What follows belongs to an exercise in optimizing a design on an open flow for small area, a short achievable clock period and few clock cycles per item; a production flow would make more cautious choices.
Where RTL was checked, it was by simulation tests only, not by an equivalence proof against the original.

## tundra
// epoch_seconds_to_calendar_top
module epoch_seconds_to_calendar_top (
  input  wire logic        clk,
  input  wire logic        rst,
  input  wire logic        din_valid,
  output wire logic        din_ready,
  input  wire logic [31:0] din_epoch_seconds,
  output wire logic        dout_valid,
  input  wire logic        dout_ready,
  output wire logic [5:0]  dout_second_of_minute,
  output wire logic [5:0]  dout_minute_of_hour,
  output wire logic [4:0]  dout_hour_of_day,
  output wire logic [2:0]  dout_weekday,
  output wire logic [7:0]  dout_year_offset,
  output wire logic [3:0]  dout_month_number,
  output wire logic [4:0]  dout_day_of_month
);
Size: about 120 flip-flops, ~75 I/O pins, roughly 14000 sq um of cells after synthesis.
clock: 11.0 ns
lec_check: 0
cap_margin: 20
core_margin: 2
core_utilization: 40
setup_slack_margin: 5
slew_margin: 20
run.sh (not shown) runs the stock make flow with config.mk's settings and CLKGATE_MAP_FILE= SYNTH_SCRIPT=/design/flow/synth_recipe.tcl, a recipe that flattens the netlist after the stock synthesis.
Testbench counts of tundra, summed over its fixed seeds: cycles 8,024, items 8,000.
Modified inputs, harbor compared to tundra
diff --git a/flow/design.v b/flow/design.v
--- a/flow/design.v
+++ b/flow/design.v
@@ -150,25 +150,17 @@
   logic [8:0]  s2_hr;      
   assign s2_ha = s2_r[10:4];
   assign s2_he[0] = 128'h6cd993264c993264c99b366cd9b366cc >> s2_ha & 1'b1;
   assign s2_he[1] = 128'h70e1e3c78f1e3c78f1e3c78f1e3c78f0 >> s2_ha & 1'b1;
   assign s2_he[2] = 128'h7f01fc07f01fc07f01fc07f01fc07f00 >> s2_ha & 1'b1;
   assign s2_he[3] = 128'h8001fff8001fff8001fff8001fff8000 >> s2_ha & 1'b1;
   assign s2_he[4] = 128'h0001ffffffe0000001ffffffe0000000 >> s2_ha & 1'b1;
   assign s2_he[5] = 128'h0001fffffffffffffe00000000000000 >> s2_ha & 1'b1;
-  assign s2_l2[0] = 128'h6cd993264c993264c99b366cd9b366cc >> s2_ha & 1'b1;
-  assign s2_l2[1] = 128'h1c3870e1c3870e1c3878f1e3c78f1e3c >> s2_ha & 1'b1;
-  assign s2_l2[2] = 128'h03f80fe03f80fe03f807f01fc07f01fc >> s2_ha & 1'b1;
-  assign s2_l2[3] = 128'hfff8001fff8001fff8000fffc000fffc >> s2_ha & 1'b1;
-  assign s2_l2[4] = 128'hfff80000007ffffff80000003ffffffc >> s2_ha & 1'b1;
-  assign s2_l2[5] = 128'h932193264c993264ce64c993264c9930 >> s2_ha & 1'b1;
-  assign s2_l2[6] = 128'h1c3e1c3870e1c3870f870e1c3870e1c0 >> s2_ha & 1'b1;
-  assign s2_l2[7] = 128'he03fe03f80fe03f80ff80fe03f80fe00 >> s2_ha & 1'b1;
-  assign s2_l2[8] = 128'h6ce66ce64c66ce64c664c66ce64c66cc >> s2_ha & 1'b1;
+  assign s2_l2 = 9'(({s2_he[3:0], 5'd0} - {3'd0, s2_he}) - {s2_he[0], 8'd0});   
   assign s2_hr = {s2_r[5:0], r1_lo[6:4]} + s2_l2;
   function automatic logic [2:0] add7(input logic [2:0] a, input logic [2:0] b);
     logic [3:0] t;
     t = {1'b0, a} + {1'b0, b};
     add7 = t[2:0] + {2'd0, t[3]};
   endfunction
   logic [2:0] s2_wa, s2_wb, s2_wq;
   assign s2_wa = add7(add7(s2_qe[2:0], s2_qe[5:3]), s2_qe[8:6]);
@@ -249,21 +241,17 @@
   logic [4:0]  s3_mr;      
   assign s3_ma = s3_z[9:3];
   assign s3_me[0] = 128'hcc999933326664ccc999933326664ccc >> s3_ma & 1'b1;
   assign s3_me[1] = 128'hf0e1e1c3c387870f0e1e1c3c387870f0 >> s3_ma & 1'b1;
   assign s3_me[2] = 128'h00fe01fc03f807f00fe01fc03f807f00 >> s3_ma & 1'b1;
   assign s3_me[3] = 128'h00fffe0003fff8000fffe0003fff8000 >> s3_ma & 1'b1;
   assign s3_me[4] = 128'h00fffffffc0000000fffffffc0000000 >> s3_ma & 1'b1;
   assign s3_me[5] = 128'h00fffffffffffffff000000000000000 >> s3_ma & 1'b1;
-  assign s3_l3[0] = 128'hcc999933326664ccc999933326664ccc >> s3_ma & 1'b1;
-  assign s3_l3[1] = 128'hf0e1e1c3c387870f0e1e1c3c387870f0 >> s3_ma & 1'b1;
-  assign s3_l3[2] = 128'h00fe01fc03f807f00fe01fc03f807f00 >> s3_ma & 1'b1;
-  assign s3_l3[3] = 128'h00fffe0003fff8000fffe0003fff8000 >> s3_ma & 1'b1;
-  assign s3_l3[4] = 128'hcc6666ccce6664ccc6666ccce6664ccc >> s3_ma & 1'b1;
+  assign s3_l3 = {s3_me[4] ^ s3_me[0], s3_me[3:0]};                     
   assign s3_mr = s3_z[4:0] + s3_l3;
   logic [4:0]  r3_dl;      
   logic [3:0]  r3_mp;
   logic [7:0]  r3_ya;
   logic [2:0]  r3_wd;
   logic [4:0]  r3_h;
   logic [5:0]  r3_me;
   logic [4:0]  r3_mr;
- Reported for harbor and tundra, synthesized flop and latch total turned out identical to the last digit.
- In harbor, the number of fill cells came out 107 below the value in tundra.
- Comparing harbor and tundra, cell count is higher on tundra.
- Going from tundra to harbor, area after synthesis shrank by a few percent.
- Relative to tundra, the synthesized cell count of harbor is lower by about 9%.
- harbor leaves less setup margin than tundra.
- In harbor relative to tundra, number of buffers outside the clock class in the layout had gone down by more than 10%.
- Going from tundra to harbor, initial core utilization shrinks by 0.37 points.
Only the layout flow was run in harbor; the RTL was not checked for function there.

-- re-timing with driven ports --
The results above use ideal ports. As a check the final layouts listed here were re-extracted and re-timed, cells and wires unchanged. Step 1 sets driving cells, clkbuf_16 on the clock port and buf_2 on the other inputs (assumed; they add their load-dependent delay and slew). Step 2 also shifts input and output timing later by t, the mid clock arrival at the registers, as if the neighbouring blocks saw the same clock. Three values: ideal, step 1, step 2; two values: the first two.
run	shift t [ns]	setup WS [ns]	worst data-port slew with drivers (ns)
tundra	0.485	4.915 / 4.915 / 4.616	0.06
harbor	0.485	4.596 / 4.596 / 4.596	0.07
After both steps every run listed still meets setup and hold. For tundra, which loses most, drivers alone change the setup slack by 0.000 ns; drivers and shift together by -0.299 ns.
